From an optimization exercise on the open Yosys and OpenROAD flow, aimed at small area; shortcuts taken in it are not production practice.
The RTL was checked by simulation tests, not by an equivalence proof against the original design.
Power and IR drop assume default switching activity.

## job 384
// note_sequencer
module note_sequencer #(
    parameter int ADDR_W   = 8,
    parameter int DUR_W    = 10,
    parameter int TICK_DIV = 500
) (
    input  logic              clk,
    input  logic              rst,
    input  logic [2:0]        live_octave,
    input  logic [2:0]        live_note,
    input  logic              cmd_rec,
    input  logic              cmd_play,
    input  logic              cmd_stop,
    input  logic              loop_en,
    output logic [2:0]        out_octave,
    output logic [2:0]        out_note,
    output logic [1:0]        mode,
    output logic [ADDR_W:0]   rec_count,
    output logic              full
);
For scale: about 5400 cells after synthesis, about 4300 flip-flops, roughly 30 I/O pins, ~93000 um2 of cells after synthesis.
==> flow/config.mk <==
export PLATFORM = sky130hd
export DESIGN_NAME = note_sequencer
export DESIGN_NICKNAME = note_sequencer
export VERILOG_FILES = /design/flow/design.v
export SDC_FILE = /design/flow/constraint.sdc
export NUM_CORES = 4
export LEC_CHECK = 0
export CAP_MARGIN = 20
export CORE_MARGIN = 2
export CORE_UTILIZATION = 40
export CTS_CLUSTER_DIAMETER = 100
export CTS_CLUSTER_SIZE = 30
export SLEW_MARGIN = 20
==> flow/constraint.sdc <==
create_clock -name core_clock -period 10.0 [get_ports {clk}]
set_input_delay 2.0000 -clock core_clock [delete_from_list [all_inputs] [get_ports {clk}]]
set_output_delay 2.0000 -clock core_clock [all_outputs]
set_load 0.01 [all_outputs]
run.sh (not shown) runs the stock make flow with config.mk's settings and CLKGATE_MAP_FILE= SYNTH_SCRIPT=/design/flow/synth_recipe.tcl, a recipe that flattens the netlist after the stock synthesis.
Changes in job 4572 relative to job 384:
--- a/flow/design.v
+++ b/flow/design.v
@@ -1,17 +1,16 @@
 module note_ram #(
     parameter int ADDR_W = 8,
     parameter int DATA_W = 16,
     parameter int DUR_W  = 10
 ) (
     input  logic              clk,
-    input  logic              rst,
     input  logic              clr,      
     input  logic              we,       
     input  logic              first,    
     input  logic [DATA_W-1:0] wdata,
     input  logic              cap,      
     input  logic [ADDR_W-1:0] rd_idx,   
     output logic [DATA_W-1:0] rdata     
 );
     localparam int NSLOT = (1 << ADDR_W) - 1;
     localparam int PW    = 4;
@@ -81,31 +80,31 @@
             end
         end
     end
     always_ff @(posedge clk) begin
         wq[0] <= wdata[DATA_W-1:DUR_W];
         for (int i = 1; i < QLEN; i++) begin
             wq[i] <= wq[i-1];
         end
     end
     always_ff @(posedge clk) begin
-        if (rst || clr) begin
+        if (clr) begin
             wv <= '0;
         end else begin
             wv[0] <= we && !first;
             for (int i = 1; i < QLEN; i++) begin
                 wv[i] <= wv[i-1] && !(wr && (old == QW'(i-1)));
             end
         end
     end
     always_ff @(posedge clk) begin
-        if (rst || clr) begin
+        if (clr) begin
             dpend <= 1'b0;
             dkw   <= 1'b0;
         end else if (dlong) begin
             dpend <= 1'b1;
             dkw   <= 1'b0;
         end else begin
             if (wr) begin
                 dkw <= 1'b1;
             end
             if (dwr) begin
@@ -172,49 +171,49 @@
     localparam logic [PRESC_W-1:0] PRESC_TOP = PRESC_W'(TICK_DIV - 1);
     logic [1:0] state;
     logic [1:0] state_next;
     logic [PRESC_W-1:0] presc;
     logic               tick;
     logic [2:0]         cur_octave;
     logic [2:0]         cur_note;
     logic [DUR_W-1:0]   dur;
     logic [DUR_W-1:0]   rem;
     logic [ADDR_W-1:0]  rd_idx;
-    logic               fetch_wait;
+    logic               fetch_wait;    
     logic               ram_we;
     logic [ENTRY_W-1:0] ram_wdata;
     logic [ENTRY_W-1:0] ram_rdata;
     logic start_rec;
     logic start_play;
     logic advance;
     logic load_entry;
     logic live_chg;
     logic dur_sat;
     logic rec_last;
     logic play_done;
     logic has_next;
     assign tick      = (presc == PRESC_TOP);
+    assign fetch_wait = presc[0];
     assign live_chg  = ({live_octave, live_note} != {cur_octave, cur_note});
     assign dur_sat   = (dur == DUR_MAX);
     assign rec_last  = (rec_count == CNT_W'(DEPTH - 1));
     assign play_done = (state == ST_PLAY) && tick && (rem <= DUR_W'(1));
     assign has_next  = (({1'b0, rd_idx} + CNT_W'(1)) != rec_count);
     assign rem       = dur;
     assign ram_wdata = {cur_octave, cur_note, (dur == '0) ? DUR_W'(1) : dur};
     assign mode      = (state == ST_REC) ? MODE_REC :
                        ((state == ST_FETCH) || (state == ST_PLAY)) ? MODE_PLAY : MODE_IDLE;
     note_ram #(
         .ADDR_W (ADDR_W),
         .DATA_W (ENTRY_W)
     ) u_ram (
         .clk    (clk),
-        .rst    (rst),
         .clr    (start_rec),
         .we     (ram_we),
         .first  (rec_count == '0),
         .wdata  (ram_wdata),
         .cap    (state == ST_PLAY),
         .rd_idx (rd_idx),
         .rdata  (ram_rdata)
     );
     always_ff @(posedge clk) begin
         if (rst) begin
@@ -276,78 +275,61 @@
                         state_next = ST_FETCH;
                     end else begin
                         state_next = ST_IDLE;
                     end
                 end
             end
             default: state_next = ST_IDLE;
         endcase
     end
     always_ff @(posedge clk) begin
-        if (rst) begin
-            presc <= '0;
-        end else if (start_rec || start_play || advance || tick) begin
+        if (start_rec || start_play || advance || tick) begin
             presc <= '0;
         end else begin
             presc <= presc + PRESC_W'(1);
         end
     end
     always_ff @(posedge clk) begin
-        if (rst) begin
-            cur_octave <= '0;
-            cur_note   <= NOTE_REST;
-            rec_count  <= '0;
-            full       <= 1'b0;
-        end else if (start_rec) begin
+        if (rst || start_rec) begin
+            rec_count <= '0;
+            full      <= 1'b0;
+        end else if ((state == ST_REC) && ram_we) begin
+            rec_count <= rec_count + CNT_W'(1);
+            full      <= rec_last;
+        end
+    end
+    always_ff @(posedge clk) begin
+        if (start_rec || ((state == ST_REC) && ram_we)) begin
             cur_octave <= live_octave;
             cur_note   <= live_note;
-            rec_count  <= '0;
-            full       <= 1'b0;
-        end else if (state == ST_REC) begin
-            if (ram_we) begin
-                rec_count  <= rec_count + CNT_W'(1);
-                full       <= rec_last;
-                cur_octave <= live_octave;
-                cur_note   <= live_note;
-            end
         end
     end
     always_ff @(posedge clk) begin
-        if (rst || start_rec) begin
+        if (start_rec) begin
             dur <= '0;
         end else if (state == ST_REC) begin
             if (ram_we) begin
                 dur <= '0;
             end else if (tick) begin
                 dur <= dur + DUR_W'(1);
             end
         end else if (load_entry) begin
             dur <= ram_rdata[DUR_W-1:0];
         end else if ((state == ST_PLAY) && tick && (rem != '0)) begin
             dur <= rem - DUR_W'(1);
         end
     end
     always_ff @(posedge clk) begin
-        if (rst) begin
-            rd_idx     <= '0;
-            fetch_wait <= 1'b0;
-        end else begin
-            if (start_play) begin
-                rd_idx <= '0;
-            end else if (advance) begin
-                rd_idx <= rd_idx + ADDR_W'(1);
-            end
-            if (start_play || advance) begin
-                fetch_wait <= 1'b0;
-            end else if (state == ST_FETCH) begin
-                fetch_wait <= 1'b1;
-            end
+        if (start_play) begin
+            rd_idx <= '0;
+        end else if (advance) begin
+            rd_idx <= rd_idx + ADDR_W'(1);
         end
     end
     always_ff @(posedge clk) begin
         if (rst) begin
             out_octave <= '0;
             out_note   <= NOTE_REST;
         end else if (load_entry) begin
             out_octave <= ram_rdata[OCT_LSB +: OCT_W];
             out_note   <= ram_rdata[NOTE_LSB +: NOTE_W];
         end else if ((state == ST_IDLE) || (state == ST_REC)) begin
### Flow results
Job 4572: done, clean on timing, DRC and antenna. Job 4572 vs job 384 — share of cell area taken by muxes after synthesis dropped 0.18 points. Summary: with job 384 as the reference, number of global-route vias before repair in job 4572 moved down slightly. Job 384 → job 4572: power density over cell area higher, hold slack -4.2 ps, layout overhead on the synthesized area closely matched the old numbers, end-of-flow core utilization about even. Fraction of registers with async set or reset after synthesis came out exactly the same in job 384 and job 4572. Per the comparison of job 4572 with job 384, met3 usage in global routing has remained practically unchanged; final wirelength has decreased; internal power saw an increase.

* * *

The RTL this note starts from:
==> flow/design.v <==
module note_ram #(
    parameter int ADDR_W = 8,
    parameter int DATA_W = 16,
    parameter int DUR_W  = 10
) (
    input  logic              clk,
    input  logic              clr,      
    input  logic              we,       
    input  logic              first,    
    input  logic [DATA_W-1:0] wdata,
    input  logic              cap,      
    input  logic [ADDR_W-1:0] rd_idx,   
    output logic [DATA_W-1:0] rdata     
);
    localparam int NSLOT = (1 << ADDR_W) - 1;
    localparam int PW    = 3;
    localparam int PSTEP = 1 << PW;
    localparam int QLEN  = PSTEP;
    localparam int QW    = PW;
    localparam int KEY_W = DATA_W - DUR_W;
    localparam logic [ADDR_W-1:0] LAST = ADDR_W'(NSLOT - 1);
    localparam int DPORT0 = 8;
    localparam int DPORT1 = 136;
    localparam logic [ADDR_W-1:0] CLR_END = ADDR_W'(191);
    logic [NSLOT-1:0][KEY_W-1:0]  kring;
    logic [NSLOT-1:0][DUR_W-1:0]  dring;
    logic                         clearing;  
    logic [QLEN-1:0][KEY_W-1:0]   wq;      
    logic [QLEN-1:0]              wv;      
    logic [DUR_W-1:0]             wdur;    
    logic                         dpend;   
    logic [ADDR_W-1:0]            dpos;    
    logic [ADDR_W-1:0]            ph;      
    logic [ADDR_W-1:0]            wpos;    
    logic [DATA_W-1:0]            e0;
    logic [DATA_W-1:0]            nxt;
    logic                         wr;
    logic [QW-1:0]                old;
    logic [KEY_W-1:0]             wkey;
    logic [ADDR_W-1:0]            wpos_inc;
    logic                         dwr;
    logic                         dlong;
    logic [DUR_W-1:0]             dport;   
    assign wr       = (|wv) && (wpos[PW-1:0] == '0);
    assign wpos_inc = (wpos == LAST) ? '0 : wpos + ADDR_W'(1);
    assign dwr      = dpend && (dpos[ADDR_W-2:0] == (ADDR_W-1)'(DPORT0));
    assign dlong    = we && !first && (wdata[DUR_W-1:1] != '0);
    assign dport    = clearing ? DUR_W'(1) : wdur;
    always_comb begin
        old = '0;
        for (int i = 0; i < QLEN; i++) begin
            if (wv[i]) old = QW'(i);
        end
    end
    assign wkey = wq[old];
    always_ff @(posedge clk) begin
        if (clr) begin
            ph       <= '0;
            wpos     <= '0;
            clearing <= 1'b1;
        end else begin
            if (ph == CLR_END) begin
                clearing <= 1'b0;
            end
            ph <= (ph == LAST) ? '0 : ph + ADDR_W'(1);
            if (!wr) begin
                wpos <= wpos_inc;
            end
        end
    end
    always_ff @(posedge clk) begin
        for (int i = 0; i < NSLOT; i++) begin
            if ((i % PSTEP) == 0) begin
                if (wr && (wpos[ADDR_W-1:PW] == (ADDR_W-PW)'(i / PSTEP))) begin
                    kring[i] <= wkey ^ {KEY_W{((i / PSTEP) % 2) == 0}};
                end else begin
                    kring[i] <= ~kring[(i + NSLOT - 1) % NSLOT];
                end
            end else begin
                kring[i] <= kring[i-1];
            end
        end
    end
    always_ff @(posedge clk) begin
        for (int i = 0; i < NSLOT; i++) begin
            if (i == DPORT0 || i == DPORT1) begin
                if (clearing || (dwr && (dpos[ADDR_W-1] == (i == DPORT1)))) begin
                    dring[i] <= dport;
                end else begin
                    dring[i] <= dring[i-1];
                end
            end else begin
                dring[i] <= dring[(i + NSLOT - 1) % NSLOT];
            end
        end
    end
    always_ff @(posedge clk) begin
        wq[0] <= wdata[DATA_W-1:DUR_W];
        for (int i = 1; i < QLEN; i++) begin
            wq[i] <= wq[i-1];
        end
    end
    always_ff @(posedge clk) begin
        if (clr) begin
            wv <= '0;
        end else begin
            wv[0] <= we && !first;
            for (int i = 1; i < QLEN; i++) begin
                wv[i] <= wv[i-1] && !(wr && (old == QW'(i-1)));
            end
        end
    end
    always_ff @(posedge clk) begin
        if (clr) begin
            dpend <= 1'b0;
        end else if (dlong) begin
            dpend <= 1'b1;
        end else if (dwr) begin
            dpend <= 1'b0;
        end
    end
    always_ff @(posedge clk) begin
        if (dlong) begin
            wdur <= wdata[DUR_W-1:0];
            dpos <= wpos_inc;
        end else begin
            dpos <= (dpos == LAST) ? '0 : dpos + ADDR_W'(1);
        end
    end
    always_ff @(posedge clk) begin
        if (we && first) begin
            e0 <= wdata;
        end
    end
    always_ff @(posedge clk) begin
        if (cap && (ph == rd_idx)) begin
            nxt <= {kring[NSLOT-1], dring[NSLOT-1]};
        end
    end
    assign rdata = (rd_idx == '0) ? e0 : nxt;
endmodule
module note_sequencer #(
    parameter int ADDR_W   = 8,
    parameter int DUR_W    = 10,
    parameter int TICK_DIV = 500
) (
    input  logic              clk,
    input  logic              rst,
    input  logic [2:0]        live_octave,
    input  logic [2:0]        live_note,
    input  logic              cmd_rec,
    input  logic              cmd_play,
    input  logic              cmd_stop,
    input  logic              loop_en,
    output logic [2:0]        out_octave,
    output logic [2:0]        out_note,
    output logic [1:0]        mode,
    output logic [ADDR_W:0]   rec_count,
    output logic              full
);
    localparam logic [1:0] MODE_IDLE = 2'd0;
    localparam logic [1:0] MODE_REC  = 2'd1;
    localparam logic [1:0] MODE_PLAY = 2'd2;
    localparam int OCT_W  = 3;
    localparam int NOTE_W = 3;
    localparam logic [NOTE_W-1:0] NOTE_REST = 3'd0;
    localparam logic [1:0] ST_IDLE  = 2'd0;
    localparam logic [1:0] ST_REC   = 2'd1;
    localparam logic [1:0] ST_FETCH = 2'd2;
    localparam logic [1:0] ST_PLAY  = 2'd3;
    localparam int ENTRY_W  = OCT_W + NOTE_W + DUR_W;
    localparam int NOTE_LSB = DUR_W;
    localparam int OCT_LSB  = DUR_W + NOTE_W;
    localparam int CNT_W    = ADDR_W + 1;
    localparam int DEPTH    = 1 << ADDR_W;
    localparam int PRESC_W  = (TICK_DIV > 1) ? $clog2(TICK_DIV) : 1;
    localparam logic [DUR_W-1:0]   DUR_MAX  = {DUR_W{1'b1}};
    localparam logic [PRESC_W-1:0] PRESC_TOP = PRESC_W'(TICK_DIV - 1);
    logic [1:0] state;
    logic [1:0] state_next;
    logic [PRESC_W-1:0] presc;
    logic               tick;
    logic [2:0]         cur_octave;
    logic [2:0]         cur_note;
    logic [DUR_W-1:0]   dur;
    logic               dur_full;
    logic [ADDR_W-1:0]  rd_idx;
    logic               fetch_wait;    
    logic               ram_we;
    logic [ENTRY_W-1:0] ram_wdata;
    logic [ENTRY_W-1:0] ram_rdata;
    logic start_rec;
    logic start_play;
    logic advance;
    logic load_entry;
    logic live_chg;
    logic dur_sat;
    logic rec_last;
    logic play_done;
    logic has_next;
    assign tick      = (presc == PRESC_TOP);
    assign fetch_wait = presc[0];
    assign live_chg  = ({live_octave, live_note} != {cur_octave, cur_note});
    assign dur_full  = (dur == DUR_MAX);
    assign dur_sat   = dur_full;
    assign rec_last  = (rec_count == CNT_W'(DEPTH - 1));
    assign play_done = (state == ST_PLAY) && tick && (&dur[DUR_W-1:1]);
    assign has_next  = (({1'b0, rd_idx} + CNT_W'(1)) != rec_count);
    assign ram_wdata = {cur_octave, cur_note, (dur == '0) ? DUR_W'(1) : dur};
    assign mode      = (state == ST_REC) ? MODE_REC :
                       ((state == ST_FETCH) || (state == ST_PLAY)) ? MODE_PLAY : MODE_IDLE;
    note_ram #(
        .ADDR_W (ADDR_W),
        .DATA_W (ENTRY_W)
    ) u_ram (
        .clk    (clk),
        .clr    (start_rec),
        .we     (ram_we),
        .first  (rec_count == '0),
        .wdata  (ram_wdata),
        .cap    (state == ST_PLAY),
        .rd_idx (rd_idx),
        .rdata  (ram_rdata)
    );
    always_ff @(posedge clk) begin
        if (rst) begin
            state <= ST_IDLE;
        end else begin
            state <= state_next;
        end
    end
    always_comb begin
        state_next = state;
        start_rec  = 1'b0;
        start_play = 1'b0;
        advance    = 1'b0;
        load_entry = 1'b0;
        ram_we     = 1'b0;
        case (state)
            ST_IDLE: begin
                if (cmd_stop) begin
                    state_next = ST_IDLE;
                end else if (cmd_rec) begin
                    start_rec  = 1'b1;
                    state_next = ST_REC;
                end else if (cmd_play && (rec_count != '0)) begin
                    start_play = 1'b1;
                    state_next = ST_FETCH;
                end
            end
            ST_REC: begin
                if (cmd_stop) begin
                    ram_we     = (dur != '0);
                    state_next = ST_IDLE;
                end else if (live_chg || dur_sat) begin
                    ram_we = 1'b1;
                    if (rec_last) begin
                        state_next = ST_IDLE;
                    end
                end
            end
            ST_FETCH, ST_PLAY: begin
                if (cmd_stop) begin
                    state_next = ST_IDLE;
                end else if (cmd_rec) begin
                    start_rec  = 1'b1;
                    state_next = ST_REC;
                end else if (cmd_play) begin
                    start_play = 1'b1;
                    state_next = ST_FETCH;
                end else if (state == ST_FETCH) begin
                    if (fetch_wait) begin
                        load_entry = 1'b1;
                        state_next = ST_PLAY;
                    end
                end else if (play_done) begin
                    if (has_next) begin
                        advance    = 1'b1;
                        state_next = ST_FETCH;
                    end else if (loop_en) begin
                        start_play = 1'b1;
                        state_next = ST_FETCH;
                    end else begin
                        state_next = ST_IDLE;
                    end
                end
            end
            default: state_next = ST_IDLE;
        endcase
    end
    always_ff @(posedge clk) begin
        if (start_rec || start_play || advance || tick) begin
            presc <= '0;
        end else begin
            presc <= presc + PRESC_W'(1);
        end
    end
    always_ff @(posedge clk) begin
        if (rst || start_rec) begin
            rec_count <= '0;
        end else if ((state == ST_REC) && ram_we) begin
            rec_count <= rec_count + CNT_W'(1);
        end
    end
    assign full = rec_count[ADDR_W];
    always_ff @(posedge clk) begin
        if (start_rec || ((state == ST_REC) && ram_we)) begin
            cur_octave <= live_octave;
            cur_note   <= live_note;
        end
    end
    always_ff @(posedge clk) begin
        if (start_rec) begin
            dur <= '0;
        end else if (state == ST_REC) begin
            if (ram_we) begin
                dur <= '0;
            end else if (tick) begin
                dur <= dur + DUR_W'(1);
            end
        end else if (load_entry) begin
            dur <= ~ram_rdata[DUR_W-1:0];
        end else if ((state == ST_PLAY) && tick && !dur_full) begin
            dur <= dur + DUR_W'(1);
        end
    end
    always_ff @(posedge clk) begin
        if (start_play) begin
            rd_idx <= '0;
        end else if (advance) begin
            rd_idx <= rd_idx + ADDR_W'(1);
        end
    end
    always_ff @(posedge clk) begin
        if (rst) begin
            out_octave <= '0;
            out_note   <= NOTE_REST;
        end else if (load_entry) begin
            out_octave <= ram_rdata[OCT_LSB +: OCT_W];
            out_note   <= ram_rdata[NOTE_LSB +: NOTE_W];
        end else if ((state == ST_IDLE) || (state == ST_REC)) begin
            out_octave <= live_octave;
            out_note   <= live_note;
        end
    end
endmodule
Settings: LEC_CHECK=0, CAP_MARGIN=20, CORE_MARGIN=2, CORE_UTILIZATION=40, CTS_CLUSTER_DIAMETER=100, CTS_CLUSTER_SIZE=32, SLEW_MARGIN=20; clock period 10.0 ns.
The first run passed the timing, DRC and antenna checks.
==> next run, changes <==
--- a/flow/design.v
+++ b/flow/design.v
@@ -20,8 +20,10 @@
     localparam int KEY_W = DATA_W - DUR_W;
     localparam logic [ADDR_W-1:0] LAST = ADDR_W'(NSLOT - 1);
     localparam int DPORT0 = 8;
     localparam int DPORT1 = 136;
+    localparam int CPORT0 = 72;
+    localparam int CPORT1 = 200;
     localparam logic [ADDR_W-1:0] CLR_END = ADDR_W'(191);
     logic [NSLOT-1:0][KEY_W-1:0]  kring;
     logic [NSLOT-1:0][DUR_W-1:0]  dring;
     logic                         clearing;  
@@ -39,14 +41,12 @@
     logic [KEY_W-1:0]             wkey;
     logic [ADDR_W-1:0]            wpos_inc;
     logic                         dwr;
     logic                         dlong;
-    logic [DUR_W-1:0]             dport;   
     assign wr       = (|wv) && (wpos[PW-1:0] == '0);
     assign wpos_inc = (wpos == LAST) ? '0 : wpos + ADDR_W'(1);
     assign dwr      = dpend && (dpos[ADDR_W-2:0] == (ADDR_W-1)'(DPORT0));
     assign dlong    = we && !first && (wdata[DUR_W-1:1] != '0);
-    assign dport    = clearing ? DUR_W'(1) : wdur;
     always_comb begin
         old = '0;
         for (int i = 0; i < QLEN; i++) begin
             if (wv[i]) old = QW'(i);
@@ -83,10 +83,16 @@
     end
     always_ff @(posedge clk) begin
         for (int i = 0; i < NSLOT; i++) begin
             if (i == DPORT0 || i == DPORT1) begin
-                if (clearing || (dwr && (dpos[ADDR_W-1] == (i == DPORT1)))) begin
-                    dring[i] <= dport;
+                if (dwr && (dpos[ADDR_W-1] == (i == DPORT1))) begin
+                    dring[i] <= wdur;
+                end else begin
+                    dring[i] <= dring[i-1];
+                end
+            end else if (i == CPORT0 || i == CPORT1) begin
+                if (clearing) begin
+                    dring[i] <= DUR_W'(1);
                 end else begin
                     dring[i] <= dring[i-1];
                 end
             end else begin
@@ -297,13 +303,14 @@
     end
     always_ff @(posedge clk) begin
         if (rst || start_rec) begin
             rec_count <= '0;
+            full      <= 1'b0;
         end else if ((state == ST_REC) && ram_we) begin
             rec_count <= rec_count + CNT_W'(1);
+            full      <= rec_last;
         end
     end
-    assign full = rec_count[ADDR_W];
     always_ff @(posedge clk) begin
         if (start_rec || ((state == ST_REC) && ram_we)) begin
             cur_octave <= live_octave;
             cur_note   <= live_note;
Outcome: The new run went through all stages and came out clean; core utilization fell by 0.28 points; power came out higher by about 0.34%; worst hold slack is about the same; worst setup slack gains 0.40 ns; fmax grows by 8.7%; clock-buffer cell count is higher by 1; sequential power barely changes; wire length came out higher by 4.7%; critical path depth came out higher by 1.

-- what the ideal ports hide --
The flow's constraints put no driver on any port. The routed layouts listed below were extracted and timed again, unchanged, in two steps. Step 1 (the two cells are an assumption about what drives the block):
set clk [get_ports {clk}]
set_driving_cell -lib_cell sky130_fd_sc_hd__clkbuf_16 $clk
set_driving_cell -lib_cell sky130_fd_sc_hd__buf_2 [delete_from_list [all_inputs] $clk]
Step 2 also shifts input and output timing later by t, the mid clock arrival at the registers, as if the neighbouring blocks saw the same clock. Slacks: ideal / step 1 / step 2; pairs: ideal / step 1.
run | t, ns | slack for setup (ns) | worst slew at a driven data input, ns
job 384 | 0.883 | 5.034 / 4.956 / 5.100 | 0.04
job 4572 | 0.904 | 4.987 / 4.906 / 4.856 | 0.03
the first run of note 2 | 0.897 | 4.972 / 4.899 / 4.655 | 0.14
the second run of note 2 | 0.891 | 5.373 / 5.290 / 5.025 | 0.30
After both steps setup and hold are still met in every run listed. The setup slack of the second run of note 2, which loses most, moves by -0.083 ns with the drivers and by -0.348 ns with both steps.
